Source: an optimization exercise on an open RTL-to-GDS flow (aim: small area and a short achievable clock period). Production flows keep margins and buffers that such runs may drop.
In this exercise RTL edits were held to simulation tests only and were not proved equivalent to the original.
Power figures rest on the tool's default switching activity, not on a simulated workload.

==> flow/config.mk <==
export PLATFORM = sky130hd
export DESIGN_NAME = emac_tx_top
export DESIGN_NICKNAME = emac_tx_top
export VERILOG_FILES = /design/flow/design.v
export SDC_FILE = /design/flow/constraint.sdc
export NUM_CORES = 4
export LEC_CHECK = 0
export ABC_CLOCK_PERIOD_IN_PS = 2400
export CAP_MARGIN = 20
export CORE_MARGIN = 2
export CORE_UTILIZATION = 40
export SETUP_SLACK_MARGIN = 3.3
export SLEW_MARGIN = 20
==> flow/constraint.sdc <==
create_clock -name core_clock -period 5.4 [get_ports {tx_clk_i}]
set_input_delay 1.0800 -clock core_clock [delete_from_list [all_inputs] [get_ports {tx_clk_i}]]
set_output_delay 1.0800 -clock core_clock [all_outputs]
set_load 0.01 [all_outputs]
==> flow/design.v <==
`timescale 1ns/1ps
package emac_pkg;
  localparam int ADR_W  = 11;
  localparam int DATA_W = 32;
  localparam int MAC_W  = 48;
  localparam logic [ADR_W-1:0] REG_STAT    = 11'h081;
  localparam logic [ADR_W-1:0] REG_MYMACL  = 11'h082;
  localparam logic [ADR_W-1:0] REG_MYMACH  = 11'h083;
  localparam logic [ADR_W-1:0] REG_BUF     = 11'h084;
  localparam logic [ADR_W-1:0] REG_STARTTX = 11'h086;
  localparam logic [ADR_W-1:0] REG_DSTL    = 11'h08A;
  localparam logic [ADR_W-1:0] REG_DSTH    = 11'h08B;
  localparam logic [ADR_W-1:0] REG_TYPE    = 11'h08C;
  localparam int BUF_DEPTH = 64;
  localparam int BUF_CNT_W = 7;
  localparam logic [7:0] PREAMBLE_BYTE = 8'h55;
  localparam int         PREAMBLE_LEN  = 7;
  localparam logic [7:0] SFD_BYTE      = 8'hD5;
  localparam int HDR_LEN = 14;
  localparam logic [31:0] CRC_POLY = 32'hEDB8_8320;
  localparam logic [31:0] CRC_INIT = 32'hFFFF_FFFF;
  typedef logic [DATA_W-1:0] word_t;
  typedef logic [7:0] byte_t;
  typedef logic [MAC_W-1:0] mac_addr_t;
  typedef logic [15:0] ether_type_t;
endpackage
`timescale 1ns/1ps
module emac_regs (
  input  logic                 tx_clk_i,
  input  logic                 reset_i,
  input  logic                 wr_en_i,
  input  logic                 rd_en_i,
  input  logic [emac_pkg::ADR_W-1:0]     adr_i,
  input  emac_pkg::word_t                wr_data_i,
  output emac_pkg::word_t                rd_data_o,
  input  logic                 busy_i,
  input  logic                 buf_pop_i,
  output logic [emac_pkg::BUF_CNT_W-1:0] buf_count_o,
  output logic                 buf_push_o,
  output logic                 start_o,
  output emac_pkg::mac_addr_t            my_mac_o,
  output emac_pkg::mac_addr_t            dst_mac_o,
  output emac_pkg::ether_type_t          ether_type_o
);
  emac_pkg::word_t stat_word;
  emac_pkg::word_t rd_mux;
  logic  start_req;
  always_comb begin
    stat_word = '0;
    stat_word[0] = busy_i;
    stat_word[8 +: emac_pkg::BUF_CNT_W] = buf_count_o;
  end
  assign buf_push_o = wr_en_i && (adr_i == emac_pkg::REG_BUF) && !busy_i &&
                      (buf_count_o != emac_pkg::BUF_DEPTH[emac_pkg::BUF_CNT_W-1:0]);
  always_ff @(posedge tx_clk_i or negedge reset_i) begin
    if (!reset_i) begin
      buf_count_o <= '0;
    end else if (buf_push_o) begin
      buf_count_o <= buf_count_o + 1'b1;
    end else if (buf_pop_i) begin
      buf_count_o <= buf_count_o - 1'b1;
    end
  end
  assign start_req = wr_en_i && (adr_i == emac_pkg::REG_STARTTX) && !busy_i &&
                     (buf_count_o != '0);
  always_ff @(posedge tx_clk_i or negedge reset_i) begin
    if (!reset_i) begin
      my_mac_o     <= '0;
      dst_mac_o    <= '0;
      ether_type_o <= '0;
    end else if (wr_en_i) begin
      case (adr_i)
        emac_pkg::REG_MYMACL: my_mac_o[31:0]   <= wr_data_i;
        emac_pkg::REG_MYMACH: my_mac_o[47:32]  <= wr_data_i[15:0];
        emac_pkg::REG_DSTL:   dst_mac_o[31:0]  <= wr_data_i;
        emac_pkg::REG_DSTH:   dst_mac_o[47:32] <= wr_data_i[15:0];
        emac_pkg::REG_TYPE:   ether_type_o     <= wr_data_i[15:0];
        default: ;
      endcase
    end
  end
  always_ff @(posedge tx_clk_i or negedge reset_i) begin
    if (!reset_i) begin
      start_o <= 1'b0;
    end else begin
      start_o <= start_req;
    end
  end
  always_comb begin
    rd_mux = '0;
    case (adr_i)
      emac_pkg::REG_STAT:   rd_mux = stat_word;
      emac_pkg::REG_MYMACL: rd_mux = my_mac_o[31:0];
      emac_pkg::REG_MYMACH: rd_mux[15:0] = my_mac_o[47:32];
      emac_pkg::REG_DSTL:   rd_mux = dst_mac_o[31:0];
      emac_pkg::REG_DSTH:   rd_mux[15:0] = dst_mac_o[47:32];
      emac_pkg::REG_TYPE:   rd_mux[15:0] = ether_type_o;
      default: ;
    endcase
  end
  always_ff @(posedge tx_clk_i or negedge reset_i) begin
    if (!reset_i) begin
      rd_data_o <= '0;
    end else if (rd_en_i) begin
      rd_data_o <= rd_mux;
    end
  end
endmodule
`timescale 1ns/1ps
module emac_tx_buffer (
  input  logic            tx_clk_i,
  input  logic            reset_i,
  input  logic            push_i,
  input  emac_pkg::word_t data_i,
  input  logic            fetch_d_i,    
  input  logic            load_i,       
  input  logic            load_d_i,     
  input  logic            sync_i,       
  input  logic            dmode_i,      
  input  emac_pkg::word_t wd1_i,        
  output emac_pkg::word_t wd0_o,
  output emac_pkg::word_t cur_o
);
  localparam int DEPTH = emac_pkg::BUF_DEPTH;
  localparam int W     = emac_pkg::DATA_W;
  logic [DEPTH*W-1:0] ring;
  logic [DEPTH*W-1:0] ring_d;
  emac_pkg::word_t    wd0, wd1;
  assign wd1   = wd1_i;
  assign wd0_o = wd0;
  emac_pkg::word_t    wsel;
  logic [3:0]         v;
  logic [3:0]         v_d;
  logic               pend_d;
  logic [5:0]         z, z_d;
  logic [5:0]         y, y_d;
  logic               wen_q;        
  logic [15:0]        ins_q;        
  logic [3:0]         src_q;        
  logic [3:0]         src_d;
  logic               cap_q;        
  logic               cap_d;
  logic               win_q, win_d;
  logic [15:0]        tsel_q;       
  logic               nv, nv_d;
  emac_pkg::word_t    nxt;
  emac_pkg::word_t    tap;
  always_comb begin
    v_d = {v[2:0], push_i};
    if (v[3]) begin
      v_d[3] = v[2];
    end else if (v[2]) begin
      v_d[3] = v[2] && !wen_q;
    end else if (v[1]) begin
      v_d[2] = v[1] && !wen_q;
    end else begin
      v_d[1] = v[0] && !wen_q;
    end
    z_d = wen_q ? z : z - 6'd1;
    if (v_d[3])      src_d = 4'b1000;
    else if (v_d[2]) src_d = 4'b0100;
    else if (v_d[1]) src_d = 4'b0010;
    else             src_d = 4'b0001;
    pend_d = (|v_d[3:1]) || push_i;
  end
  always_comb begin
    wsel = ({W{src_q[0]}} & wd0) | ({W{src_q[1]}} & wd1) |
           ({W{src_q[2]}} & nxt) | ({W{src_q[3]}} & cur_o);
    for (int p = 0; p < DEPTH; p++) begin
      if (p % 4 == 0 && ins_q[p / 4]) begin
        ring_d[p*W +: W] = wsel;
      end else begin
        ring_d[p*W +: W] = ring[((p + 1) % DEPTH)*W +: W];
      end
    end
  end
  always_ff @(posedge tx_clk_i) begin
    ring <= ring_d;
    wd0  <= data_i;
  end
  always_comb begin
    tap = {W{dmode_i}} & wd1;
    for (int k = 0; k < DEPTH / 4; k++) begin
      tap = tap | ({W{tsel_q[k]}} & ring[(4*k)*W +: W]);
    end
  end
  assign y_d   = sync_i ? z_d : (cap_q ? y : y - 6'd1);
  assign nv_d  = !sync_i && (cap_q || (nv && !load_i));
  assign win_d = fetch_d_i && (!nv_d || load_d_i);
  assign cap_d = win_d && (y_d[1:0] == 2'd0);
  always_ff @(posedge tx_clk_i or negedge reset_i) begin
    if (!reset_i) begin
      v     <= '0;
      z     <= '0;
      y     <= '0;
      nv    <= 1'b0;
      wen_q <= 1'b0;
      ins_q <= '0;
      win_q <= 1'b0;
      cap_q <= 1'b0;
    end else begin
      v     <= v_d;
      z     <= z_d;
      y     <= y_d;
      nv    <= nv_d;
      win_q <= win_d;
      cap_q <= cap_d;
      wen_q <= pend_d && (wen_q ? (z[1:0] == 2'd1) : (z[1:0] == 2'd2));
      for (int k = 0; k < DEPTH / 4; k++) begin
        ins_q[k] <= pend_d && (wen_q ? (z == {k[3:0], 2'd1}) : (z == {k[3:0], 2'd2}));
      end
    end
  end
  always_ff @(posedge tx_clk_i) begin
    src_q <= src_d;
    for (int k = 0; k < DEPTH / 4; k++) begin
      tsel_q[k] <= cap_d && (y_d[5:2] == k);
    end
    if (cap_q || dmode_i)  nxt   <= tap;
    if (load_i || dmode_i) cur_o <= nxt;
  end
endmodule
`timescale 1ns/1ps
module emac_crc32 (
  input  logic            tx_clk_i,
  input  logic            reset_i,
  input  logic            clear_i,
  input  logic            en_i,
  input  emac_pkg::byte_t data_i,
  input  logic            dmode_i,      
  input  emac_pkg::word_t dly_i,
  output emac_pkg::word_t crc_o,
  output emac_pkg::word_t crc_next_o
);
  function automatic emac_pkg::word_t crc_step(emac_pkg::word_t crc, emac_pkg::byte_t d);
    emac_pkg::word_t c;
    c = crc;
    for (int i = 0; i < 8; i++) begin
      if (c[0] ^ d[i]) begin
        c = (c >> 1) ^ emac_pkg::CRC_POLY;
      end else begin
        c = c >> 1;
      end
    end
    crc_step = c;
  endfunction
  assign crc_next_o = crc_step(crc_o, data_i);
  always_ff @(posedge tx_clk_i) begin
    if (clear_i) begin
      crc_o <= emac_pkg::CRC_INIT;
    end else if (en_i) begin
      crc_o <= crc_next_o;
    end else if (dmode_i) begin
      crc_o <= dly_i;
    end
  end
endmodule
`timescale 1ns/1ps
module emac_tx_framer (
  input  logic                           tx_clk_i,
  input  logic                           reset_i,
  input  logic                           start_i,
  input  emac_pkg::mac_addr_t            my_mac_i,
  input  emac_pkg::mac_addr_t            dst_mac_i,
  input  emac_pkg::ether_type_t          ether_type_i,
  input  emac_pkg::word_t                cur_i,
  input  logic [emac_pkg::BUF_CNT_W-1:0] buf_count_i,
  output logic                           buf_pop_o,
  output logic                           fetch_d_o,
  output logic                           load_o,
  output logic                           load_d_o,
  output logic                           sync_o,
  output logic                           dmode_o,
  output emac_pkg::byte_t                crc_data_o,
  input  emac_pkg::word_t                crc_i,
  input  emac_pkg::word_t                crc_next_i,
  output logic                           crc_clear_o,
  output logic                           crc_en_o,
  output logic                           busy_o,
  output logic                           tx_en_o,
  output emac_pkg::byte_t                tx_d_o
);
  typedef enum logic [2:0] {
    ST_IDLE, ST_PRE, ST_SFD, ST_HDR, ST_PAY, ST_FCS
  } state_t;
  state_t          state_q;
  state_t          state_d;
  logic [3:0]      cnt_q;
  logic [3:0]      cnt_d;
  logic            tx_en_d;
  emac_pkg::byte_t tx_d_d;
  logic            crc_en_d;
  logic [111:0]    hdr;
  emac_pkg::byte_t hdr_byte;
  emac_pkg::byte_t pay_byte;
  emac_pkg::byte_t fcs_byte;
  logic            pre_byte;
  logic            sfd_byte;
  logic            r_hdr, r_pay, r_fcs0, r_fcs;
  logic [3:0]      r_hsel;
  logic [1:0]      r_pidx, r_fidx;
  logic            n_hdr, n_pay, n_fcs0, n_fcs;
  logic [3:0]      n_hsel;
  logic [1:0]      n_pidx, n_fidx;
  logic            st_idle, st_pre, st_sfd, st_hdr, st_pay, st_fcs;
  logic            last_byte;    
  assign st_idle = (state_q == ST_IDLE);
  assign st_pre  = (state_q == ST_PRE);
  assign st_sfd  = (state_q == ST_SFD);
  assign st_hdr  = (state_q == ST_HDR);
  assign st_pay  = (state_q == ST_PAY);
  assign st_fcs  = (state_q == ST_FCS);
  always_comb begin
    state_d  = state_q;
    cnt_d    = cnt_q;
    tx_en_d  = tx_en_o;
    crc_en_d = 1'b0;
    case (state_q)
      ST_IDLE: begin
        if (start_i) begin
          state_d = ST_PRE;
          cnt_d   = '0;
          tx_en_d = 1'b1;
        end
      end
      ST_PRE: begin
        if (cnt_q == emac_pkg::PREAMBLE_LEN - 1) begin
          state_d = ST_SFD;
        end else begin
          cnt_d = cnt_q + 4'd1;
        end
      end
      ST_SFD: begin
        state_d  = ST_HDR;
        cnt_d    = '0;
        crc_en_d = 1'b1;
      end
      ST_HDR: begin
        crc_en_d = 1'b1;
        if (cnt_q == emac_pkg::HDR_LEN - 1) begin
          state_d = ST_PAY;
          cnt_d   = '0;
        end else begin
          cnt_d = cnt_q + 4'd1;
        end
      end
      ST_PAY: begin
        if (cnt_q[1:0] == 2'd3 && r_fcs0) begin
          state_d = ST_FCS;
          cnt_d   = '0;
        end else begin
          cnt_d    = {2'b00, cnt_q[1:0] + 2'd1};
          crc_en_d = 1'b1;
        end
      end
      ST_FCS: begin
        if (cnt_q[1:0] == 2'd3) begin
          state_d = ST_IDLE;
          tx_en_d = 1'b0;
        end else begin
          cnt_d = cnt_q + 4'd1;
        end
      end
      default: state_d = ST_IDLE;
    endcase
  end
  always_comb begin
    n_hdr  = 1'b0;
    n_pay  = 1'b0;
    n_fcs0 = 1'b0;
    n_fcs  = 1'b0;
    n_hsel = 4'd13;
    n_pidx = 2'd3;
    n_fidx = 2'd1;
    case (state_q)
      ST_PRE: begin
        n_hdr = (cnt_q == emac_pkg::PREAMBLE_LEN - 1);
      end
      ST_SFD: begin
        n_hdr  = 1'b1;
        n_hsel = 4'd12;
      end
      ST_HDR: begin
        n_hdr  = (cnt_q < 4'd12);
        n_hsel = 4'd11 - cnt_q;
        n_pay  = (cnt_q >= 4'd12);
        n_pidx = (cnt_q == 4'd12) ? 2'd3 : 2'd2;
      end
      ST_PAY: begin
        n_fcs0 = (cnt_q[1:0] == 2'd2) && (buf_count_i == 7'd1);
        n_fcs  = (cnt_q[1:0] == 2'd3) && r_fcs0;
        n_pay  = !n_fcs0 && !n_fcs;
        n_pidx = 2'd1 - cnt_q[1:0];
      end
      ST_FCS: begin
        n_fcs  = (cnt_q[1:0] < 2'd2);
        n_fidx = cnt_q[1:0] + 2'd2;
      end
      default: ;
    endcase
  end
  assign hdr      = {dst_mac_i, my_mac_i, ether_type_i};
  assign hdr_byte = hdr[{r_hsel, 3'b000} +: 8];
  assign pay_byte = cur_i[{r_pidx, 3'b000} +: 8];
  assign fcs_byte = ~crc_i[{r_fidx, 3'b000} +: 8];
  assign pre_byte = (st_idle && start_i) ||
                    (st_pre && (cnt_q != emac_pkg::PREAMBLE_LEN - 1));
  assign sfd_byte = st_pre && (cnt_q == emac_pkg::PREAMBLE_LEN - 1);
  assign tx_d_d = ({8{pre_byte}} & emac_pkg::PREAMBLE_BYTE) |
                  ({8{sfd_byte}} & emac_pkg::SFD_BYTE) |
                  ({8{r_hdr}}    & hdr_byte) |
                  ({8{r_pay}}    & pay_byte) |
                  ({8{r_fcs0}}   & ~crc_next_i[7:0]) |
                  ({8{r_fcs}}    & fcs_byte);
  assign busy_o      = !st_idle || start_i;
  assign crc_clear_o = st_pre && (cnt_q == emac_pkg::PREAMBLE_LEN - 1);
  assign buf_pop_o   = st_pay && load_o;
  assign sync_o      = st_fcs;
  assign dmode_o     = st_idle || st_pre;
  assign fetch_d_o   = (st_pre && (cnt_q == emac_pkg::PREAMBLE_LEN - 1)) ||
                       st_sfd || st_hdr || st_pay;
  assign load_d_o    = (st_hdr && (cnt_q == 4'd11)) ||
                       (st_pay && (cnt_q[1:0] == 2'd1));
  always_ff @(posedge tx_clk_i or negedge reset_i) begin
    if (!reset_i) begin
      state_q  <= ST_IDLE;
      cnt_q    <= '0;
      tx_en_o  <= 1'b0;
      tx_d_o   <= '0;
      crc_en_o <= 1'b0;
      r_hdr    <= 1'b0;
      r_pay    <= 1'b0;
      r_fcs0   <= 1'b0;
      r_fcs    <= 1'b0;
      load_o   <= 1'b0;
    end else begin
      state_q  <= state_d;
      cnt_q    <= cnt_d;
      tx_en_o  <= tx_en_d;
      tx_d_o   <= tx_d_d;
      crc_en_o <= crc_en_d;
      r_hdr    <= n_hdr;
      r_pay    <= n_pay;
      r_fcs0   <= n_fcs0;
      r_fcs    <= n_fcs;
      load_o   <= load_d_o;
    end
  end
  always_ff @(posedge tx_clk_i) begin
    r_hsel <= n_hsel;
    r_pidx <= n_pidx;
    r_fidx <= n_fidx;
  end
  always_ff @(posedge tx_clk_i) begin
    crc_data_o <= tx_d_d;
  end
endmodule
`timescale 1ns/1ps
module emac_tx_top (
  input  logic                       tx_clk_i,
  input  logic                       reset_i,
  input  logic                       wr_en_i,
  input  logic                       rd_en_i,
  input  logic [emac_pkg::ADR_W-1:0] adr_i,
  input  emac_pkg::word_t            wr_data_i,
  output emac_pkg::word_t            rd_data_o,
  output logic                       tx_en_o,
  output emac_pkg::byte_t            tx_d_o
);
  logic                           busy;
  logic                           start;
  logic                           buf_push;
  logic                           buf_pop;
  logic [emac_pkg::BUF_CNT_W-1:0] buf_count;
  logic                           fetch_d;
  logic                           load;
  logic                           load_d;
  logic                           sync;
  logic                           dmode;
  emac_pkg::byte_t                crc_data;
  emac_pkg::word_t                wd0;
  emac_pkg::word_t                cur;
  emac_pkg::mac_addr_t            my_mac;
  emac_pkg::mac_addr_t            dst_mac;
  emac_pkg::ether_type_t          ether_type;
  logic                           crc_clear;
  logic                           crc_en;
  emac_pkg::word_t                crc;
  emac_pkg::word_t                crc_next;
  emac_regs i_regs (
    .tx_clk_i     (tx_clk_i),
    .reset_i      (reset_i),
    .wr_en_i      (wr_en_i),
    .rd_en_i      (rd_en_i),
    .adr_i        (adr_i),
    .wr_data_i    (wr_data_i),
    .rd_data_o    (rd_data_o),
    .busy_i       (busy),
    .buf_pop_i    (buf_pop),
    .buf_count_o  (buf_count),
    .buf_push_o   (buf_push),
    .start_o      (start),
    .my_mac_o     (my_mac),
    .dst_mac_o    (dst_mac),
    .ether_type_o (ether_type)
  );
  emac_tx_buffer i_buf (
    .tx_clk_i (tx_clk_i),
    .reset_i  (reset_i),
    .push_i   (buf_push),
    .data_i   (wr_data_i),
    .fetch_d_i (fetch_d),
    .load_i    (load),
    .load_d_i  (load_d),
    .sync_i    (sync),
    .dmode_i   (dmode),
    .wd1_i     (crc),
    .wd0_o     (wd0),
    .cur_o    (cur)
  );
  emac_crc32 i_crc (
    .tx_clk_i   (tx_clk_i),
    .reset_i    (reset_i),
    .clear_i    (crc_clear),
    .en_i       (crc_en),
    .data_i     (crc_data),
    .dmode_i    (dmode),
    .dly_i      (wd0),
    .crc_o      (crc),
    .crc_next_o (crc_next)
  );
  emac_tx_framer i_framer (
    .tx_clk_i     (tx_clk_i),
    .reset_i      (reset_i),
    .start_i      (start),
    .my_mac_i     (my_mac),
    .dst_mac_i    (dst_mac),
    .ether_type_i (ether_type),
    .cur_i        (cur),
    .buf_count_i  (buf_count),
    .buf_pop_o    (buf_pop),
    .fetch_d_o    (fetch_d),
    .load_o       (load),
    .load_d_o     (load_d),
    .sync_o       (sync),
    .dmode_o      (dmode),
    .crc_data_o   (crc_data),
    .crc_i        (crc),
    .crc_next_i   (crc_next),
    .crc_clear_o  (crc_clear),
    .crc_en_o     (crc_en),
    .busy_o       (busy),
    .tx_en_o      (tx_en_o),
    .tx_d_o       (tx_d_o)
  );
endmodule
==> flow/flow/run.sh <==
#!/bin/bash
# Standard layout, with the port buffers made from buf_4 cells instead of
# the default pick, and larger clock sink clusters.
set -o pipefail
export BUFFER_PORTS_ARGS="-buffer_cell sky130_fd_sc_hd__buf_4"
export CTS_ARGS="-sink_clustering_enable -repair_clock_nets -sink_clustering_size 24 -sink_clustering_max_diameter 150"
bash standard.sh > standard.log 2>&1
==> flow/standard.sh <==
#!/bin/bash
# synth_recipe.tcl (not shown) runs the flow's synth.tcl, then flattens the netlist and writes it again
# the make line also repeats each setting of config.mk as NAME=value (left out here)
make -C /OpenROAD-flow-scripts/flow DESIGN_CONFIG=/design/flow/config.mk WORK_HOME=/design/flow/orfs CLKGATE_MAP_FILE= SYNTH_SCRIPT=/design/flow/synth_recipe.tcl "${@:-finish}"
==> run summary, run 1 <==
Worst hold path:
- The path category of the worst min-delay check is reg -> reg.
- The number of cells on the worst hold path is 0.

Timing:
- On the final layout, the worst hold slack is 0.318 ns.
- Summed over all failing endpoints, the final setup total negative slack is 0 ns.
- The number of pins exceeding their max-slew limit in the final report is 0.
- Setup violations remaining at the end of the flow were counted as 0.
- Setup repair after global routing could not meet its margin everywhere.
- At the pin with the least slew margin, the transition time is 1.01 ns.
- Measured against its own limit, the worst slew margin works out to 32.6%.
- The number of hold violations in the final report is 0.
- The minimum clock period is 2.48 ns.
- Dividing the final minimum period by the clock period gives 45.9%.
- On the final layout, the worst clock skew is 0.0423 ns.
- The highest clock rate is 403 MHz.

Drt:
- In this run the remaining antenna-violating nets after routing total 0.
- The detail-routed net length per standard cell is 23.3 µm.
- In the routed layout, each cell is associated on average with a via count of 5.11.
- Summed over all layers, the routed wires come to 170 mm.
- The number of detailed-route iterations in the first pass is 6.
- The first routing iteration left 3,420 violations.
- The number of remaining DRC errors is 0.
- For this block, the via count after detailed routing is 37,300.

Yosys:
- In the synthesized netlist, the cells that appear most often are dfxtp_1, nor2_1, a21oi_1.
- Counting every instance in the synthesized netlist gives 4,981.
- In this run, synthesis inferred 64 flip-flops with an integrated enable.
- The number of storage elements in the synthesis netlist is 2,421.
- The fraction of post-synthesis cell area in the top cell type by area is 65.4%.
- In the post-synthesis netlist, the cell with the most instances is dfxtp_1.
- dfxtp_1 takes more of the synthesized area than any other cell.
- The main flop type after synthesis is dfxtp_1.
- After synthesis, the cell types taking the most area are dfxtp_1, dfrtp_1, a21oi_1, nor2_1, edfxtp_1.
- After synthesis, the share of flip-flops with an asynchronous set or reset is 8.63%.
- The net count after synthesis is 5,043.
- The post-synthesis instance area is 65,800 µm².
- After synthesis, the mean cell area works out to 13.2 µm².
- Of the synthesized area, sequential elements account for 76.2%.
- The count of warnings emitted by yosys is 4.
- The number of unique standard cell types used by synthesis is 71.

Global route:
- The global-route wire length before repair is 247 mm.
- The number of global-route vias before repair is 36,000.
- The met3 capacity usage during global routing is 2.95%.
- The met1 demand-to-capacity share in global routing is 28.7%.
- Global routing used 19.9% of the available tracks across all layers.
- The number of antenna violations at the first check in global routing is 3.
- The maximum number of pins on one net before global-route repair is 107.
- The layer carrying the most global-route usage is met2.
- Global routing consumed, on the met2 layer, 30.9% of the routing resources.
- After global routing the overflow that remains totals 0.

CTS:
- In this run the deepest clock path goes through 3 buffers.
- Clock tree synthesis found a total of 2,421 sinks.
- The later pin in the worst-skew pair is clocked with a latency of 0.76 ns.
- TritonCTS built the clock tree.
- TritonCTS created 110 clock buffers.
- The clock input transition at the sequential cells of the worst setup and hold paths is 0.10 ns.
- The number of hold buffers added after CTS was 0.
- The total number of H-tree levels is 3.
- Clock tree synthesis selected as its root buffer the cell clkbuf_16.

Die:
- The vertical extent of the die is 410 µm.
- The effective utilization at floorplan is 40.3%.
- The die area is 168,000 µm².
- The floorplan has 148 rows.
- The chip width is 410 µm.
- During I/O placement, the number of pins put on the boundary was 88.
- The placeable core region is 163,000 µm².

Critical path:
- The worst register-to-register path has a depth of 5.
- Among all stages on the critical path, the largest delay is contributed by dfrtp_2.
- The number of gates on the worst path with buffers counted is 1.
- Among cell families on the critical path, the largest total delay comes from flip-flops.
- The peak fanout along the critical path is 2.
- The stage delay of the slowest cell on the critical path is 0.48 ns.
- Data on the critical path arrives at its endpoint at 1.40 ns.
- The type of origin of the critical path is a register.
- The critical path capture point type is a primary output.
- The number of buffers and inverters on the critical path is 1.
- The critical path goes through buf_6.
- The critical path in this run is classified as reg -> out.
- The critical path data required time is 4.32 ns.

Outcome:
- The flow ran to the end and the layout has no timing, DRC or antenna violations.

Flow run:
- The max-cap check violation count is 0.

Finish:
- The repair_antennas step left the layout with diodes totalling 0.
- After the last flow step, the layout net total stands at 5,148.
- Relative to the synthesized area, the layout overhead comes to 12.2%.
- The post-route netlist has 14.9% of its cells at a drive strength greater than 1.
- The number of inserted filler cells in the final layout is 14,600.
- The sequential cell area in the final layout is 50,300 µm².
- The multi-input combinational cells in the finished layout cover a total of 15,200 µm².
- The final instance area is 73,800 µm².

Power:
- For this design the static power due to leakage is 29.4 nW.
- Power comes to 27.9 mW.
- The power density over the cells is 378 nW/µm².
- The worst ir drop on vdd is 0.285 mV.

Placement:
- The count of buffers added on input and output ports is 87.
- The post-detailed-placement half-perimeter wirelength is 100 mm.
- The final weighted congestion in routability-driven placement is 0.858.
- The placement-stage cell area is 69,200 µm².
-- per-stage QoR --
step | worst slack (ns) | instances | utilization, %
floorplan | 2.86 | 4981 | -
global placement | 2.01 | 7047 | 42.4
detailed placement | 1.98 | 7048 | 42.4
CTS | 2.85 | 7245 | 44.9
global route | 2.89 | 7293 | 45.3
finish | 2.92 | 7293 | 45.3
-- kinds of logic (layout without fill, tap and decap cells) --
| logic type | count (synthesis) | in the layout | share of synthesized area, % |
|---|---|---|---|
| AO/OA/AOI/OAI | 1058 | 1058 | 10.3 |
| buffers and inverters | 313 | 448 | 1.84 |
| multiplexers | 223 | 223 | 4.45 |
| AND/OR/NAND/NOR | 865 | 867 | 5.45 |
| XOR/XNOR | 86 | 86 | 1.42 |
| adder cells (fa/ha/maj) | 15 | 15 | 0.285 |
| flip-flops | 2421 | 2421 | 76.2 |
-- power by group --
group / internal [mW] / total [mW] / switching [mW] / leakage, nW
sequential: 18.0 / 18.2 / 0.157 / 20.8
combinational: 0.259 / 0.649 / 0.389 / 7.20
clock: 3.79 / 9.10 / 5.31 / 1.44
-- what timing repair did --
item / 4_1_cts / 5_1_grt
endpoints found under the hold margin: 0 / 0
endpoints found under the setup margin: 295 / 209
cloned: 3 / 3
gates resized for setup: 155 / 57
pin swaps: 21 / 20
setup buffers: 50 / 45
-- registers in the layout (all words and copies together) (netlist names), 4 cells and up --
| name | flops |
|---|---|
| i_buf.ring | 2048 |
| i_regs.dst_mac_o | 48 |
| i_regs.my_mac_o | 48 |
| i_buf.cur_o | 32 |
| i_buf.nxt | 32 |
| i_buf.wd0 | 32 |
| i_crc.crc_o | 32 |
| i_regs.rd_data_o | 32 |
| i_buf.ins_q | 16 |
| i_buf.tsel_q | 16 |
| i_regs.ether_type_o | 16 |
| i_framer.crc_data_o | 8 |
| i_framer.tx_d_o | 8 |
| i_regs.buf_count_o | 7 |
| i_buf.y | 6 |
| i_buf.z | 6 |
| i_buf.src_q | 4 |
| i_buf.v | 4 |
| i_framer.cnt_q | 4 |
| i_framer.r_hsel | 4 |
-- final timing paths --
check / slack (ns) / startpoint / to
setup / recovery: 2.92 / i_regs.rd_data_o[16] / rd_data_o[16]
hold / removal: 0.32 / i_buf.ring[884] / i_buf.ring[852]
setup reg to reg: 3.21 / i_buf.tsel_q[8] / i_buf.nxt[4]
hold reg to reg: 0.32 / i_buf.ring[884] / i_buf.ring[852]
max in group asynchronous: 3.77 / reset_i / i_framer.state_q[1]
min in group asynchronous: 0.37 / reset_i / i_regs.rd_data_o[29]
-- final cells by class --
type | instances | share of cell area [%]
Clock buffer | 140 | 3.94
Clock inverter | 4 | 0.0678
Inverter | 35 | 0.183
Multi-Input combinational cell | 2249 | 20.6
Sequential cell | 2421 | 68.1
Tap cell | 2175 | 3.69
Timing Repair Buffer | 269 | 3.39
-- layer usage --
| layer | wire length, µm | share of wire, % | up-vias |
|---|---|---|---|
| li1 | - | - | 17200 |
| met5 | 0 | 0 | - |
| met2 | 76300 | 45 | 1076 |
| met3 | 9850 | 5.8 | 209 |
| met1 | 79600 | 47 | 18800 |
| met4 | 4530 | 2.7 | 0 |
-- placed cells by master (no fill, tap or decap), types with 12 or more instances in the layout --
| cell type | count |
|---|---|
| inv_1 | 32 |
| dfxtp_1 | 2121 |
| dfrtp_1 | 171 |
| ha_1 | 14 |
| nand2b_1 | 14 |
| a22oi_1 | 147 |
| a21oi_1 | 561 |
| nor2_1 | 601 |
| o21ai_0 | 30 |
| o211ai_1 | 15 |
| a221oi_1 | 74 |
| a222oi_1 | 15 |
| o22ai_1 | 13 |
| buf_4 | 197 |
| mux2_2 | 150 |
| dfxtp_4 | 14 |
| dfrtp_2 | 20 |
| a221oi_2 | 32 |
| xor2_1 | 21 |
| clkbuf_1 | 28 |
| edfxtp_1 | 64 |
| dfrtp_4 | 18 |
| mux2i_1 | 33 |
| buf_6 | 49 |
| nor3_2 | 12 |
| xnor2_1 | 46 |
| buf_12 | 16 |
| nand2_1 | 114 |
| a22o_1 | 95 |
| nand4_1 | 35 |
| mux4_2 | 38 |
| dfxtp_2 | 13 |
| a211o_1 | 31 |
| clkbuf_16 | 114 |
==> run 2, diff against run 1 <==
--- a/flow/config.mk
+++ b/flow/config.mk
@@ -9,5 +9,5 @@
 export CAP_MARGIN = 20
 export CORE_MARGIN = 2
 export CORE_UTILIZATION = 40
-export SETUP_SLACK_MARGIN = 3.3
+export SETUP_SLACK_MARGIN = 3.0
 export SLEW_MARGIN = 20
==> run 2 against run 1 <==
Sequential power about the same. Register-to-register slack got worse by 0.18 ns. Synthesized cell count unchanged. Core utilization shrank 0.76 points. Highest routed layer is now met5.
==> run summary, run 2 <==
Outcome:
- Status: finished clean (unchanged).

Finish:
- The register with the most flip-flops is i_buf.ring (unchanged).
- The share of the core filled with cells in the final layout is 44.5% (was 45.3%).
- Commonest cells after routing, fill and taps aside: dfxtp_1, nor2_1, a21oi_1 (unchanged).
- The commonest non-fill, non-tap cell in the layout is dfxtp_1 (unchanged).
- The share of post-route cells with drive strength above 1 is 12.5% (was 14.9%).
- The final instance area was 72,600 µm² (was 73,800 µm²).
- Biggest regs: i_buf.ring: 2048 flops, i_regs.dst_mac_o: 48 flops, i_regs.my_mac_o: 48 flops (unchanged).
- The number of nets in the layout is 5,064 (was 5,148).
- The number of flip-flops in the largest register is 2,048 (unchanged).
- The final standard cell count with taps included and fillers excluded was 7,209 (was 7,293).
- The area added between synthesis and finish is 10.3% (was 12.2%).

CTS:
- The clock input transition at the sequential cells of the worst setup and hold paths is 0.10 ns (about the same).
- The CTS tree is built (unchanged).
- The TritonCTS buffer count is 110 (unchanged).
- The number of sinks on the clock net came to 2,421 (unchanged).
- The root buffer cell is clkbuf_16 (unchanged).
- The total number of H-tree levels is 3 (unchanged).
- The buffer levels on the longest clock path was 3 (unchanged).
- The clock latency reported for the late side of the worst-skew pair is 0.78 ns (was 0.76 ns).

Drt:
- The antenna violation net count after detailed routing was 0 (unchanged).
- The routed via count is 36,800 (was 37,300).
- The number of detailed-route iterations in the first pass is 7 (was 6).
- The DRC violation total after the first TritonRoute iteration is 3,482 (was 3,420).
- The detail-routed net length per standard cell is 23.2 µm (was 23.3 µm).
- The number of vias per cell is 5.11 (about the same).
- The routed wire length is 167 mm (was 170 mm).
- The number of remaining DRC errors is 0 (unchanged).

Critical path:
- The cell class contributing the biggest share of worst-path delay is flip-flops (unchanged).
- The arrival time at the worst endpoint was 1.40 ns (about the same).
- The number of buffers and inverters on the critical path came to 1 (unchanged).
- Critical path cell sequence: buf_6 (unchanged).
- The critical path data required time is 4.32 ns (about the same).
- The stage delay of the slowest cell on the critical path is 0.48 ns (about the same).
- The worst setup path category is reg -> out (unchanged).
- The slack of the worst reg-to-reg path is 3.03 ns (was 3.21 ns).
- The peak fanout along the critical path is 2 (unchanged).
- The capture point of the critical path was rd_data_o[18] (was rd_data_o[16]).
- The critical path capture point type is a primary output (unchanged).
- The cell depth of the worst flop-to-flop path is 5 (unchanged).
- The launching element of the worst setup path is i_regs.rd_data_o[18] (was i_regs.rd_data_o[16]).
- The end of the worst register-to-register path is i_buf.nxt[15] (was i_buf.nxt[4]).
- The critical-path cell with the highest stage delay is dfrtp_2 (unchanged).
- The critical register-to-register path startpoint is i_buf.tsel_q[6] (was i_buf.tsel_q[8]).
- The type of origin of the critical path is a register (unchanged).
- The number of gates on the worst path with buffers counted was 1 (unchanged).

Placement:
- The worst-case setup slack after placement is 1.81 ns (was 1.98 ns).
- The post-detailed-placement half-perimeter wirelength is 101 mm (was 100 mm).
- The placed cell count is 7,044 (was 7,048).
- The final weighted congestion in routability-driven placement is 0.892 (was 0.858).
- The count of buffers from port buffering is 87 (unchanged).
- The placement-stage cell area is 69,100 µm² (was 69,200 µm²).

Yosys:
- The synthesized-area fraction occupied by adder cells was 0.285% (unchanged).
- Most used standard cells in the synthesized netlist: dfxtp_1, nor2_1, a21oi_1 (unchanged).
- The xor and xnor area share after synthesis is 1.42% (unchanged).
- The post-synthesis instance area is 65,800 µm² (unchanged).
- The fraction of post-synthesis cell area in the top cell type by area is 65.4% (unchanged).
- The share of synthesized flip-flops with an asynchronous set or reset is 8.63% (unchanged).
- The number of unique standard cell types used by synthesis is 71 (unchanged).
- The count of flip-flops with a built-in enable after synthesis is 64 (unchanged).
- The share of synthesized area occupied by flip-flops and latches is 76.2% (unchanged).
- The main flop type after synthesis is dfxtp_1 (unchanged).
- The number of cells produced by synthesis is 4,981 (unchanged).
- The area fraction in and, or, nand and nor cells after synthesis came to 5.45% (unchanged).
- The combinational family with the most area after synthesis was compound AO/OA/AOI/OAI gates (unchanged).
- The count of warnings emitted by yosys is 4 (unchanged).
- Cell types occupying the most area after synthesis: dfxtp_1, dfrtp_1, a21oi_1, nor2_1, edfxtp_1 (unchanged).
- The net count after synthesis is 5,043 (unchanged).
- The number of storage elements in the synthesis netlist is 2,421 (unchanged).
- The top cell type by total area after synthesis is dfxtp_1 (unchanged).
- The mean area per synthesized cell is 13.2 µm² (unchanged).
- The mux share of post-synthesis cell area is 4.45% (unchanged).
- The synthesized-area fraction occupied by ao, oa, aoi and oai cells is 10.3% (unchanged).
- The most frequently used cell type in the post-synthesis netlist is dfxtp_1 (unchanged).

Die:
- The die area came to 168,000 µm² (unchanged).
- The chip width was 410 µm (unchanged).
- The effective utilization at floorplan is 40.3% (unchanged).
- The number of core rows is 148 (unchanged).
- The placeable core region is 163,000 µm² (unchanged).
- The I/O pin total was 88 (unchanged).
- The vertical extent of the die is 410 µm (unchanged).

Global route:
- The total routing usage reported by global routing was 19.6% (was 19.9%).
- The number of global-route vias before repair was 35,600 (was 36,000).
- The remaining global-route overflow is 0 (unchanged).
- The number of antenna violations at the first check in global routing is 6 (was 3).
- The maximum number of pins on one net before global-route repair is 96 (was 107).
- The global-route wire length before repair is 243 mm (was 247 mm).

Power:
- The worst ir drop on vdd came to 0.285 mV (about the same).
- The static power due to leakage is 28.8 nW (was 29.4 nW).
- The power density over the cells is 384 nW/µm² (was 378 nW/µm²).
- The overall power consumption is 27.9 mW (about the same).

Timing:
- The ratio of final minimum period to clock period is 45.9% (about the same).
- The number of pins exceeding their max-slew limit in the final report is 0 (unchanged).
- The normalized max-slew margin is 23.7% (was 32.6%).
- The measured slew at the worst slew-check pin is 1.14 ns (was 1.01 ns).
- The worst hold slack across all endpoints is 0.279 ns (was 0.318 ns).
- The number of hold violations in the final report is 0 (unchanged).
- The number of setup violations in the final report is 0 (unchanged).
- RSZ-0062 raised after global routing: yes (unchanged).
- The highest clock rate is 403 MHz (about the same).
- The minimum clock period was 2.48 ns (about the same).
- The post-route setup TNS is 0 ns (unchanged).
- The worst setup slack after layout came to 2.92 ns (about the same).
- The setup clock skew after layout is 0.0397 ns (was 0.0423 ns).

Flow run:
- The max-cap check violation count was 0 (unchanged).

Worst hold path:
- The path category of the worst min-delay check was in -> async (was reg -> reg).
[run 2: changes by cell type in the layout (fill, tap and decap cells not counted), sizes merged]
cell    change
buf        -80
bufbuf      -1
clkbuf      -7
diode       +2
inv         +3
nand3       -1
nor2        +1
or2         -1
[run 2: kinds of logic (layout without fill, tap and decap cells)]
| kind of cell | count (synthesis) | after routing |
|---|---|---|
| multiplexers | 223 | 223 |
| flip-flops | 2421 | 2421 |
| buffers and inverters | 313 | 363 |
| AO/OA/AOI/OAI | 1058 | 1058 |
| adder cells (fa/ha/maj) | 15 | 15 |
| other | 0 | 2 |
| AND/OR/NAND/NOR | 865 | 866 |
| XOR/XNOR | 86 | 86 |
[run 2: area by class of cell]
cell class / count / area [µm²]
Timing Repair Buffer: 186 / 1660
Inverter: 35 / 135
Tap cell: 2175 / 2720
Clock buffer: 135 / 2850
Fill cell: 14600 / 90500
Antenna cell: 2 / 5.00
Clock inverter: 7 / 101
Sequential cell: 2421 / 50300
Multi-Input combinational cell: 2248 / 14900
[run 2: how the worst min path moves through the flow]
stage / endpoint / cells past startpoint / start / slack [ns]
2_1_floorplan: i_buf.ring[1056] / 0 / i_buf.ring[1088] / 0.31
3_3_place_gp: i_buf.ring[1594] / 0 / i_buf.ring[1626] / 0.31
4_1_cts: i_regs.rd_data_o[21] / 1 / reset_i / 0.25
3_5_place_dp: i_buf.ring[1070] / 0 / i_buf.ring[1102] / 0.31
5_1_grt: i_regs.rd_data_o[29] / 1 / reset_i / 0.29
6_report: i_regs.rd_data_o[29] / 1 / reset_i / 0.28
[run 2: per-layer routing]
metal / part of all wire (%) / vias to the layer above / global-route usage (%)
li1: - / 17100 / -
met1: 47 / 18500 / 28.0
met2: 44 / 1060 / 30.2
met3: 5.8 / 221 / 3.15
met4: 3.1 / 4 / 6.74
met5: 0.016 / - / 0
[run 2: where the power goes]
group	switching (mW)	internal, mW	leakage (nW)
clock network	5.37	3.74	1.43
logic	0.375	0.247	6.60
registers	0.136	18.0	20.8
[run 2: timing repair]
| item | in CTS | in global routing |
|---|---|---|
| hold buffers | 0 | 0 |
| cloned | 1 | 0 |
| setup buffers | 5 | 15 |
| pin swaps | 2 | 5 |
| endpoints found under the setup margin | 171 | 149 |
| gates resized for setup | 76 | 25 |
| endpoints found under the hold margin | 0 | 0 |
==> run 3, diff against run 2 <==
--- a/flow/config.mk
+++ b/flow/config.mk
@@ -8,6 +8,6 @@
 export ABC_CLOCK_PERIOD_IN_PS = 2400
 export CAP_MARGIN = 20
 export CORE_MARGIN = 2
-export CORE_UTILIZATION = 40
+export CORE_UTILIZATION = 35
 export SETUP_SLACK_MARGIN = 3.0
 export SLEW_MARGIN = 20
==> run 3 against run 2 <==
Design area grew 0.43%. Hold slack gained 0.035 ns. Routed wire length grew 0.36%. Sequential share of layout area shrank 0.32 points. Global-route usage shrank 2.4 points. Critical endpoint is now tx_d_o[3]. Largest cell class unchanged.
==> run summary, run 3 <==
Yosys:
- The mean area per synthesized cell is 13.2 µm² (unchanged).
- The share of synthesized area occupied by flip-flops and latches was 76.2% (unchanged).
- The share of synthesized flip-flops with an asynchronous set or reset is 8.63% (unchanged).
- The count of flip-flops with a built-in enable after synthesis is 64 (unchanged).
- The most frequently used cell type in the post-synthesis netlist is dfxtp_1 (unchanged).
- The post-synthesis instance area was 65,800 µm² (unchanged).
- Most used standard cells in the synthesized netlist: dfxtp_1, nor2_1, a21oi_1 (unchanged).
- Cell types occupying the most area after synthesis: dfxtp_1, dfrtp_1, a21oi_1, nor2_1, edfxtp_1 (unchanged).
- The top cell type by total area after synthesis is dfxtp_1 (unchanged).
- The number of storage elements in the synthesis netlist came to 2,421 (unchanged).
- The net count after synthesis came to 5,043 (unchanged).
- The main flop type after synthesis is dfxtp_1 (unchanged).
- The number of cells produced by synthesis came to 4,981 (unchanged).
- The fraction of post-synthesis cell area in the top cell type by area was 65.4% (unchanged).
- The count of warnings emitted by yosys is 4 (unchanged).
- The number of unique standard cell types used by synthesis is 71 (unchanged).

Global route:
- The remaining global-route overflow was 0 (unchanged).
- The number of global-route vias before repair came to 36,400 (was 35,600).
- The maximum number of pins on one net before global-route repair came to 109 (was 96).
- The total routing usage reported by global routing is 17.2% (was 19.6%).
- The global-route wire length before repair is 247 mm (was 243 mm).
- The number of antenna violations at the first check in global routing is 3 (was 6).

Critical path:
- The stage delay of the slowest cell on the critical path is 0.46 ns (was 0.48 ns).
- The critical path data required time came to 4.32 ns (about the same).
- The arrival time at the worst endpoint is 1.40 ns (about the same).
- The slack of the worst reg-to-reg path is 2.98 ns (was 3.03 ns).
- The number of buffers and inverters on the critical path is 1 (unchanged).
- The critical-path cell with the highest stage delay is dfrtp_1 (was dfrtp_2).
- The cell class contributing the biggest share of worst-path delay was flip-flops (unchanged).
- The type of origin of the critical path is a register (unchanged).
- The worst setup path category is reg -> out (unchanged).
- Critical path cell sequence: buf_6 (unchanged).
- The critical path capture point type was a primary output (unchanged).
- The peak fanout along the critical path is 1 (was 2).

Finish:
- The commonest non-fill, non-tap cell in the layout was dfxtp_1 (unchanged).
- The total inserted antenna cells is 0 (was 2).
- The final instance area is 72,900 µm² (was 72,600 µm²).
- Commonest cells after routing, fill and taps aside: dfxtp_1, nor2_1, a21oi_1 (unchanged).
- Biggest regs: i_buf.ring: 2048 flops, i_regs.dst_mac_o: 48 flops, i_regs.my_mac_o: 48 flops (unchanged).
- The number of nets in the layout was 5,064 (unchanged).
- The area added between synthesis and finish is 10.8% (was 10.3%).
- The number of flip-flops in the largest register is 2,048 (unchanged).
- The share of post-route cells with drive strength above 1 was 12.3% (was 12.5%).
- The register with the most flip-flops is i_buf.ring (unchanged).

Placement:
- The final weighted congestion in routability-driven placement was 0.870 (was 0.892).
- The count of buffers from port buffering is 87 (unchanged).
- The placement-stage cell area is 69,600 µm² (was 69,100 µm²).
- The post-detailed-placement half-perimeter wirelength was 102 mm (was 101 mm).

Drt:
- The number of detailed-route iterations in the first pass came to 5 (was 7).
- The routed wire length is 168 mm (was 167 mm).
- The number of remaining DRC errors is 0 (unchanged).
- The number of vias per cell is 4.91 (was 5.11).
- The DRC violation total after the first TritonRoute iteration is 3,029 (was 3,482).
- The routed via count came to 36,900 (was 36,800).
- The antenna violation net count after detailed routing is 0 (unchanged).
- The detail-routed net length per standard cell came to 22.3 µm (was 23.2 µm).

Timing:
- The normalized max-slew margin was 28.4% (was 23.7%).
- The number of setup violations in the final report came to 0 (unchanged).
- The worst hold slack across all endpoints is 0.314 ns (was 0.279 ns).
- The number of pins exceeding their max-slew limit in the final report came to 0 (unchanged).
- The ratio of final minimum period to clock period was 45.9% (about the same).
- The minimum clock period is 2.48 ns (about the same).
- The setup clock skew after layout came to 0.0436 ns (was 0.0397 ns).
- The highest clock rate came to 403 MHz (about the same).
- RSZ-0062 raised after global routing: yes (unchanged).
- The number of hold violations in the final report is 0 (unchanged).
- The post-route setup TNS is 0 ns (unchanged).
- The measured slew at the worst slew-check pin is 1.07 ns (was 1.14 ns).

CTS:
- The root buffer cell is clkbuf_16 (unchanged).
- The clock latency reported for the late side of the worst-skew pair was 0.78 ns (about the same).
- The number of sinks on the clock net is 2,421 (unchanged).
- The buffer levels on the longest clock path was 3 (unchanged).
- The clock input transition at the sequential cells of the worst setup and hold paths was 0.10 ns (about the same).
- The CTS tree is built (unchanged).
- The total number of H-tree levels is 3 (unchanged).
- The TritonCTS buffer count was 110 (unchanged).

Die:
- The vertical extent of the die is 438 µm (was 410 µm).
- The placeable core region was 187,000 µm² (was 163,000 µm²).
- The number of core rows came to 159 (was 148).
- The I/O pin total was 88 (unchanged).
- The chip width is 438 µm (was 410 µm).
- The effective utilization at floorplan is 35.1% (was 40.3%).
- The die area is 191,000 µm² (was 168,000 µm²).

Worst hold path:
- The path category of the worst min-delay check is reg -> reg (was in -> async).

Outcome:
- Status: finished clean (unchanged).

Flow run:
- The max-cap check violation count was 0 (unchanged).

Power:
- The worst ir drop on vdd is 0.262 mV (was 0.285 mV).
- The power density over the cells came to 382 nW/µm² (was 384 nW/µm²).
- The static power due to leakage was 28.8 nW (about the same).
run 3: cell counts after synthesis:
Identical to the previous run, type by type.
run 3: path summary, 6_finish.rpt:
path / startpoint / end / depth (start not counted)
max: i_framer.tx_d_o[3] / tx_d_o[3] / 1
max in group asynchronous: reset_i / i_buf.ins_q[4] / 2
min reg2reg: i_buf.ring[1355] / i_buf.ring[1323] / 0
min in group asynchronous: reset_i / i_regs.rd_data_o[29] / 1
max reg2reg: i_buf.tsel_q[13] / i_buf.nxt[13] / 5
min: i_buf.ring[1355] / i_buf.ring[1323] / 0
run 3: layer usage:
metal	share of wire (%)	track usage, %	vias up
met2	46	27.5	964
met4	2.4	4.64	0
met1	47	24.6	18700
met3	5.0	2.15	195
li1	-	-	17100
met5	0	0	-
run 3: cell type report:
| class | count | area (µm²) |
|---|---|---|
| Fill cell | 17500 | 114000 |
| Sequential cell | 2421 | 50300 |
| Multi-Input combinational cell | 2247 | 14800 |
| Tap cell | 2495 | 3120 |
| Clock buffer | 133 | 2860 |
| Timing Repair Buffer | 187 | 1640 |
| Inverter | 35 | 131 |
| Clock inverter | 7 | 101 |
run 3: timing repair:
| action | 4_1_cts | 5_1_grt |
|---|---|---|
| pin swaps | 2 | 2 |
| gates resized for setup | 60 | 15 |
| buffers inserted | 5 | 10 |
| hold buffers | 0 | 0 |
| setup endpoints to repair | 121 | 135 |
run 3: cells by family (layout without fill, tap and decap cells):
logic type      after synthesis  in the layout  share of synthesized area (%)
mux                         223            223                           4.45
compound gates             1058           1058                           10.3
fa+ha+maj                    15             15                          0.285
simple gates                865            865                           5.45
xor+xnor                     86             86                           1.42
buf+inv                     313            362                           1.84
flops                      2421           2421                           76.2
run 3: report_power, final:
| group | switching [mW] | leakage (nW) | internal, mW |
|---|---|---|---|
| sequential | 0.134 | 20.8 | 18.0 |
| combinational | 0.368 | 6.60 | 0.241 |
| clock | 5.35 | 1.44 | 3.76 |
run 3: through the flow:
stage          util (%)  power (mW)  setup slack [ns]  std cells
5_1_grt            38.9        28.8              2.88       7525
4_1_cts            38.9        28.1              2.85       7515
6_report           38.9        27.9              2.92       7525
3_5_place_dp       37.2        19.2              2.09       7370
3_3_place_gp       37.1        19.2              1.96       7367
2_1_floorplan         -        18.9              2.86       4981
==> run 4, diff against run 3 <==
==> flow/flow/run.sh (replaced) <==
#!/bin/bash
# Standard layout, with the port buffers made from buf_4 cells instead of
# the default pick, and larger clock sink clusters.
set -o pipefail
export BUFFER_PORTS_ARGS="-buffer_cell sky130_fd_sc_hd__buf_4"
export CTS_ARGS="-sink_clustering_enable -repair_clock_nets -sink_clustering_size 26 -sink_clustering_max_diameter 160"
bash standard.sh > standard.log 2>&1
--- a/flow/config.mk
+++ b/flow/config.mk
@@ -8,6 +8,6 @@
 export ABC_CLOCK_PERIOD_IN_PS = 2400
 export CAP_MARGIN = 20
 export CORE_MARGIN = 2
-export CORE_UTILIZATION = 35
+export CORE_UTILIZATION = 40
 export SETUP_SLACK_MARGIN = 3.0
 export SLEW_MARGIN = 20
==> run 4 against run 3 <==
Largest power group unchanged. Setup slack worse by 0.022 ns. Total power decreased by 0.53%. Combinational power rose by 2%. Critical path depth unchanged. Still clean on timing, DRC and antenna. Highest routed layer is now met5. Global-route usage up 2.3 points. Sequential cell count unchanged. Maximum frequency decreased by 0.88%. Sequential power is essentially flat. Via count down 0.48%.
==> run summary, run 4 <==
Outcome:
- Status: finished clean (unchanged).

Global route:
- The remaining global-route overflow came to 0 (unchanged).
- The number of global-route vias before repair is 35,500 (was 36,400).
- The global-route wire length before repair is 243 mm (was 247 mm).
- The total routing usage reported by global routing is 19.6% (was 17.2%).
- The maximum number of pins on one net before global-route repair came to 96 (was 109).
- The number of antenna violations at the first check in global routing is 5 (was 3).

Finish:
- The share of post-route cells with drive strength above 1 is 12.4% (was 12.3%).
- Commonest cells after routing, fill and taps aside: dfxtp_1, nor2_1, a21oi_1 (unchanged).
- The multi-input combinational cell area came to 14,800 µm² (about the same).
- The sequential cell area in the final layout is 50,300 µm² (about the same).
- The number of inserted filler cells in the final layout was 14,600 (was 17,500).
- The register with the most flip-flops is i_buf.ring (unchanged).
- The area added between synthesis and finish is 10.2% (was 10.8%).
- The number of nets in the layout is 5,058 (was 5,064).
- Biggest regs: i_buf.ring: 2048 flops, i_regs.dst_mac_o: 48 flops, i_regs.my_mac_o: 48 flops (unchanged).
- The number of flip-flops in the largest register is 2,048 (unchanged).
- The share of the core filled with cells in the final layout is 44.4% (was 38.9%).
- The commonest non-fill, non-tap cell in the layout is dfxtp_1 (unchanged).

Die:
- The vertical extent of the die was 410 µm (was 438 µm).
- The effective utilization at floorplan came to 40.3% (was 35.1%).
- The die area came to 168,000 µm² (was 191,000 µm²).
- The number of core rows is 148 (was 159).
- The placeable core region came to 163,000 µm² (was 187,000 µm²).
- The chip width is 410 µm (was 438 µm).
- The I/O pin total was 88 (unchanged).

CTS:
- The number of sinks on the clock net is 2,421 (unchanged).
- The CTS tree is built (unchanged).
- The total number of H-tree levels was 3 (unchanged).
- The number of buffers inserted for hold repair after clock tree synthesis is 0 (unchanged).
- The buffer levels on the longest clock path was 3 (unchanged).
- The clock input transition at the sequential cells of the worst setup and hold paths came to 0.12 ns (was 0.10 ns).
- The clock latency reported for the late side of the worst-skew pair is 0.77 ns (was 0.78 ns).
- The root buffer cell was clkbuf_16 (unchanged).
- The TritonCTS buffer count is 103 (was 110).

Timing:
- The measured slew at the worst slew-check pin is 1.15 ns (was 1.07 ns).
- The number of setup violations in the final report is 0 (unchanged).
- The normalized max-slew margin came to 23.2% (was 28.4%).
- The minimum clock period is 2.50 ns (was 2.48 ns).
- The number of hold violations in the final report is 0 (unchanged).
- The highest clock rate is 400 MHz (was 403 MHz).
- The worst setup slack after layout was 2.90 ns (was 2.92 ns).
- The number of pins exceeding their max-slew limit in the final report was 0 (unchanged).
- RSZ-0062 raised after global routing: yes (unchanged).
- The post-route setup TNS is 0 ns (unchanged).
- The setup clock skew after layout is 0.0479 ns (was 0.0436 ns).
- The ratio of final minimum period to clock period is 46.3% (was 45.9%).

Yosys:
- The number of unique standard cell types used by synthesis is 71 (unchanged).
- The share of synthesized area occupied by flip-flops and latches is 76.2% (unchanged).
- The count of warnings emitted by yosys is 4 (unchanged).
- The share of synthesized flip-flops with an asynchronous set or reset is 8.63% (unchanged).
- The fraction of post-synthesis cell area in the top cell type by area is 65.4% (unchanged).
- The mean area per synthesized cell came to 13.2 µm² (unchanged).
- The number of storage elements in the synthesis netlist is 2,421 (unchanged).
- The number of cells produced by synthesis is 4,981 (unchanged).
- The top cell type by total area after synthesis is dfxtp_1 (unchanged).
- Cell types occupying the most area after synthesis: dfxtp_1, dfrtp_1, a21oi_1, nor2_1, edfxtp_1 (unchanged).
- The count of flip-flops with a built-in enable after synthesis is 64 (unchanged).
- The main flop type after synthesis is dfxtp_1 (unchanged).
- The most frequently used cell type in the post-synthesis netlist is dfxtp_1 (unchanged).
- The post-synthesis instance area is 65,800 µm² (unchanged).
- The net count after synthesis is 5,043 (unchanged).
- Most used standard cells in the synthesized netlist: dfxtp_1, nor2_1, a21oi_1 (unchanged).

Critical path:
- The type of origin of the critical path was a register (unchanged).
- The stage delay of the slowest cell on the critical path is 0.49 ns (was 0.46 ns).
- The cell class contributing the biggest share of worst-path delay was flip-flops (unchanged).
- The arrival time at the worst endpoint came to 1.42 ns (was 1.40 ns).
- The number of buffers and inverters on the critical path came to 1 (unchanged).
- The critical-path cell with the highest stage delay is dfrtp_2 (was dfrtp_1).
- The critical path data required time is 4.32 ns (about the same).
- The critical path capture point type is a primary output (unchanged).
- Critical path cell sequence: buf_6 (unchanged).
- The peak fanout along the critical path is 2 (was 1).
- The worst setup path category is reg -> out (unchanged).

Drt:
- The number of remaining DRC errors came to 0 (unchanged).
- The met3 layer wire length in the routed design came to 9.64 mm (was 8.40 mm).
- The detail-routed net length per standard cell is 23.2 µm (was 22.3 µm).
- The DRC violation total after the first TritonRoute iteration is 3,394 (was 3,029).
- The routed via count is 36,800 (was 36,900).
- The routed wire length is 167 mm (was 168 mm).
- The number of vias per cell is 5.10 (was 4.91).
- The number of detailed-route iterations in the first pass was 6 (was 5).
- The antenna violation net count after detailed routing is 0 (unchanged).
- The top layer used by detailed routing is met5 (was met4).
- The detailed-route wire length on metal 1 is 77.9 mm (was 78.9 mm).
- The routed length on met2 is 74.3 mm (was 76.7 mm).

Flow run:
- The max-cap check violation count came to 0 (unchanged).

Placement:
- The post-detailed-placement half-perimeter wirelength is 101 mm (was 102 mm).
- The final weighted congestion in routability-driven placement is 0.892 (was 0.870).
- The worst-case setup slack after placement was 1.81 ns (was 2.09 ns).
- The count of buffers from port buffering is 87 (unchanged).

Power:
- The worst ir drop on vdd came to 0.294 mV (was 0.262 mV).
- The static power due to leakage is 28.8 nW (about the same).
- The power density over the cells came to 383 nW/µm² (was 382 nW/µm²).
- The overall power consumption is 27.7 mW (was 27.9 mW).

Worst hold path:
- The path category of the worst min-delay check is in -> async (was reg -> reg).
[run 4: cell counts after synthesis]
No cell type changed its count.
[run 4: through the flow]
stage	instances	hold WS [ns]	instance area (µm²)
2_1_floorplan	4981	0.310	66000
3_3_place_gp	7044	0.310	69100
3_5_place_dp	7044	0.312	69100
4_1_cts	7185	0.265	72300
5_1_grt	7201	0.287	72500
6_report	7202	0.259	72500
[run 4: what timing repair did]
item / in CTS / in global routing
setup endpoints to repair: 172 / 149
setup buffers: 5 / 16
pin swaps: 2 / 5
resized for setup: 76 / 24
gates cloned: 1 / 0
[run 4: area by class of cell]
cell class / instances / area share (%)
flip-flops and latches: 2421 / 69.4
multi-input cells: 2248 / 20.5
clock buffers: 130 / 3.78
well taps: 2175 / 3.75
repair buffers: 187 / 2.29
inverters: 35 / 0.186
clock inverters: 5 / 0.155
diodes: 1 / 0.00345
[run 4: logic make-up (layout without fill, tap and decap cells)]
group / Yosys count / in the layout / share of synthesized area, %
AO/OA/AOI/OAI: 1058 / 1058 / 10.3
XOR/XNOR: 86 / 86 / 1.42
adder cells (fa/ha/maj): 15 / 15 / 0.285
buffers and inverters: 313 / 357 / 1.84
flip-flops: 2421 / 2421 / 76.2
multiplexers: 223 / 223 / 4.45
other: 0 / 1 / 0
AND/OR/NAND/NOR: 865 / 866 / 5.45
[run 4: path summary, 6_finish.rpt]
check,startpoint,end,slack (ns),cells past startpoint
worst max-delay path,i_regs.rd_data_o[18],rd_data_o[18],2.90,1
worst min-delay path,reset_i,i_regs.rd_data_o[29],0.26,1
min in group core_clock,i_buf.ring[463],i_buf.ring[431],0.31,0
worst min register to register,i_buf.ring[463],i_buf.ring[431],0.31,0
max in group asynchronous,reset_i,i_buf.ins_q[9],4.00,2
worst max register to register,i_buf.tsel_q[5],i_buf.nxt[6],3.01,5
[run 4: per-layer routing]
layer	GRT usage (%)	up-vias
met5	0	-
met4	6.88	4
met3	3.14	214
met2	30.0	1051
met1	28.0	18400
li1	-	17100
[run 4: report_power, final]
group / leakage (nW) / internal, mW / switching, mW
registers: 20.8 / 18.0 / 0.134
clock network: 1.38 / 3.62 / 5.33
logic: 6.60 / 0.246 / 0.374
==> run 5, diff against run 4 <==
==> flow/flow/run.sh (replaced) <==
#!/bin/bash
# Standard layout, with the port buffers made from buf_4 cells instead of
# the default pick, and larger clock sink clusters.
set -o pipefail
export BUFFER_PORTS_ARGS="-buffer_cell sky130_fd_sc_hd__buf_4"
export CTS_ARGS="-sink_clustering_enable -repair_clock_nets -sink_clustering_size 24 -sink_clustering_max_diameter 150 -balance_levels"
bash standard.sh > standard.log 2>&1
--- a/flow/config.mk
+++ b/flow/config.mk
@@ -9,5 +9,5 @@
 export CAP_MARGIN = 20
 export CORE_MARGIN = 2
 export CORE_UTILIZATION = 40
-export SETUP_SLACK_MARGIN = 3.0
+export SETUP_SLACK_MARGIN = 3.3
 export SLEW_MARGIN = 20
==> run 5 against run 4 <==
Critical path depth did not move. Sequential cell count did not move. Via count rose by 1.5%. Global-route usage rose by 0.29 points. Maximum frequency rose by 0.92%. Setup slack improved by 0.023 ns. Routed wire length rose by 1.7%. Clock skew fell by 0.0056 ns. Register-to-register slack improved by 0.20 ns. Combinational power rose by 4.7%. First-iteration DRC count rose by 0.77%. Synthesized area did not move. Largest cell class unchanged. Highest routed layer is now met4.
==> run summary, run 5 <==
Power:
- The fraction of power spent switching nets is 21.0% (was 21.1%).
- The power density over the cells came to 378 nW/µm² (was 383 nW/µm²).
- The share of power burned in the clock network is 32.6% (was 32.3%).
- The worst ir drop on vdd is 0.285 mV (was 0.294 mV).
- The combinational share of power came to 2.3% (was 2.2%).
- The total net switching power is 5.86 mW (was 5.84 mW).
- The static power due to leakage was 29.4 nW (was 28.8 nW).

Timing:
- The highest clock rate is 403 MHz (was 400 MHz).
- The ratio of final minimum period to clock period came to 45.9% (was 46.3%).
- The measured slew at the worst slew-check pin was 1.01 ns (was 1.15 ns).
- The minimum clock period is 2.48 ns (was 2.50 ns).
- The number of pins exceeding their max-slew limit in the final report is 0 (unchanged).
- RSZ-0062 raised after global routing: yes (unchanged).
- The normalized max-slew margin is 32.6% (was 23.2%).

Critical path:
- The critical path capture point type is a primary output (unchanged).
- The number of buffers and inverters on the critical path is 1 (unchanged).
- The critical path data required time is 4.32 ns (about the same).
- The critical-path cell with the highest stage delay is dfrtp_2 (unchanged).
- The stage delay of the slowest cell on the critical path is 0.48 ns (was 0.49 ns).
- The arrival time at the worst endpoint is 1.40 ns (was 1.42 ns).
- The type of origin of the critical path is a register (unchanged).
- The peak fanout along the critical path is 2 (unchanged).

Finish:
- The sequential cell area in the final layout came to 50,300 µm² (about the same).
- The final standard cell count with taps included and fillers excluded is 7,293 (was 7,202).
- The area added between synthesis and finish was 12.2% (was 10.2%).
- The share of post-route cells with drive strength above 1 came to 14.9% (was 12.4%).
- Commonest cells after routing, fill and taps aside: dfxtp_1, nor2_1, a21oi_1 (unchanged).
- The number of nets in the layout is 5,148 (was 5,058).
- The multi-input combinational cell area is 15,200 µm² (was 14,800 µm²).
- The number of flip-flops in the largest register came to 2,048 (unchanged).
- The share of the core filled with cells in the final layout is 45.3% (was 44.4%).

Die:
- The placeable core region is 163,000 µm² (unchanged).
- The number of core rows is 148 (unchanged).
- The I/O pin total is 88 (unchanged).
- The vertical extent of the die is 410 µm (unchanged).
- The chip width is 410 µm (unchanged).

Yosys:
- The count of flip-flops with a built-in enable after synthesis came to 64 (unchanged).
- The top cell type by total area after synthesis is dfxtp_1 (unchanged).
- The most frequently used cell type in the post-synthesis netlist was dfxtp_1 (unchanged).
- The mean area per synthesized cell is 13.2 µm² (unchanged).
- The number of unique standard cell types used by synthesis is 71 (unchanged).
- The number of cells produced by synthesis is 4,981 (unchanged).
- The count of warnings emitted by yosys is 4 (unchanged).
- The net count after synthesis is 5,043 (unchanged).
- The share of synthesized area occupied by flip-flops and latches is 76.2% (unchanged).
- The post-synthesis instance area is 65,800 µm² (unchanged).
- The share of synthesized flip-flops with an asynchronous set or reset is 8.63% (unchanged).
- Cell types occupying the most area after synthesis: dfxtp_1, dfrtp_1, a21oi_1, nor2_1, edfxtp_1 (unchanged).

CTS:
- The number of sinks on the clock net is 2,421 (unchanged).
- The total number of H-tree levels is 3 (unchanged).
- The number of buffers inserted for hold repair after clock tree synthesis was 0 (unchanged).
- The clock input transition at the sequential cells of the worst setup and hold paths is 0.10 ns (was 0.12 ns).
- The TritonCTS buffer count is 110 (was 103).
- The root buffer cell is clkbuf_16 (unchanged).
- The CTS tree is built (unchanged).
- The buffer levels on the longest clock path is 3 (unchanged).
- The clock latency reported for the late side of the worst-skew pair was 0.76 ns (was 0.77 ns).

Global route:
- The number of antenna violations at the first check in global routing was 3 (was 5).
- The number of global-route vias before repair is 36,000 (was 35,500).
- The global-route wire length before repair came to 247 mm (was 243 mm).
- The total routing usage reported by global routing was 19.9% (was 19.6%).
- The remaining global-route overflow is 0 (unchanged).

Worst hold path:
- The path category of the worst min-delay check is reg -> reg (was in -> async).

Placement:
- The count of buffers from port buffering is 87 (unchanged).
- The post-detailed-placement half-perimeter wirelength is 100 mm (was 101 mm).
- The placed cell count is 7,048 (was 7,044).

Drt:
- The number of detailed-route iterations in the first pass is 6 (unchanged).
- The DRC violation total after the first TritonRoute iteration was 3,420 (was 3,394).
- The detail-routed net length per standard cell is 23.3 µm (was 23.2 µm).

Outcome:
- Status: finished clean (unchanged).

Flow run:
- The max-cap check violation count is 0 (unchanged).
run 5: cell count changes in the layout (fill, tap and decap cells not counted), moves of 7 or more:
cell / change
dfrtp_1: -8
buf_4: +66
a221oi_1: -7
clkbuf_16: +8
buf_12: +12
dfrtp_2: +8
run 5: metrics by stage:
step / setup WS [ns] / area [µm²]
5_1_grt: 2.89 / 73800
4_1_cts: 2.85 / 73200
3_3_place_gp: 2.01 / 69200
3_5_place_dp: 1.98 / 69200
2_1_floorplan: 2.86 / 66100
6_report: 2.92 / 73800
run 5: path summary, 6_finish.rpt:
check | start | end | slack (ns) | cells after the start
setup reg to reg | i_buf.tsel_q[8] | i_buf.nxt[4] | 3.21 | 5
hold reg to reg | i_buf.ring[884] | i_buf.ring[852] | 0.32 | 0
max in group asynchronous | reset_i | i_framer.state_q[1] | 3.77 | 2
setup / recovery | i_regs.rd_data_o[16] | rd_data_o[16] | 2.92 | 1
min in group asynchronous | reset_i | i_regs.rd_data_o[29] | 0.37 | 1
hold / removal | i_buf.ring[884] | i_buf.ring[852] | 0.32 | 0
run 5: what timing repair did:
item | CTS | global route
pin swaps | 21 | 20
setup endpoints to repair | 295 | 209
gates resized for setup | 155 | 57
cloned | 3 | 3
setup buffers | 50 | 45
run 5: logic make-up (layout without fill, tap and decap cells):
| family | count (synthesis) | count (layout) | share of synthesized area (%) |
|---|---|---|---|
| AOI/OAI and AO/OA | 1058 | 1058 | 10.3 |
| xor gates and xnor gates | 86 | 86 | 1.42 |
| adders and majority gates | 15 | 15 | 0.285 |
| buffers and inverters | 313 | 448 | 1.84 |
| DFF | 2421 | 2421 | 76.2 |
| muxes | 223 | 223 | 4.45 |
| and+or+nand+nor | 865 | 867 | 5.45 |
run 5: metal layers:
layer	up-vias	share of wire, %	track usage, %
met5	-	0	0
met4	0	2.7	5.74
met3	209	5.8	2.95
met2	1076	45	30.9
met1	18800	47	28.7
li1	17200	-	-
run 5: power by group through the flow:
stage	registers [mW]	clock network (mW)	logic (mW)
after detailed placement	18.6	0	0.598
after global routing	18.2	9.92	0.697
after CTS	18.2	9.29	0.625
after floorplan	18.5	0	0.392
after global placement	18.6	0	0.593
final	18.2	9.10	0.649
run 5: cell type report:
cell class	count	area share, %
clock inverter	4	0.0678
tap	2175	3.69
clock buffer	140	3.94
multi-input combinational	2249	20.6
sequential	2421	68.1
timing repair buffer	269	3.39
inverter	35	0.183

[separate check: timing with driven ports]
How much do the figures lean on ideal ports? The routed layouts below were timed once more, with nothing changed but the port constraints. Step 1: set_driving_cell puts a clkbuf_16 on tx_clk_i and a buf_2 on each other input, an assumption about the parent block. Step 2 adds t to the input delays and takes it off the output delays; t is the mean of the earliest and latest rising clock arrival at the registers after step 1. Input paths then give back, and output paths get back, about the clock's delay inside the block. a / b / c = no drivers / after step 1 / after step 2; a / b = the first two.
run	t (ns)	setup slack, ns	clock arrival spread, ns
run 1	0.821	2.921 / 2.844 / 2.536	0.045 / 0.044
run 2	0.837	2.919 / 2.840 / 2.345	0.043 / 0.044
run 3	0.841	2.920 / 2.839 / 2.317	0.051 / 0.050
run 4	0.825	2.898 / 2.824 / 2.333	0.055 / 0.055
run 5	0.821	2.921 / 2.844 / 2.536	0.045 / 0.044
After both steps every run listed still meets setup and hold. The setup slack of run 3, which loses most, moves by -0.081 ns with the drivers and by -0.603 ns with both steps.
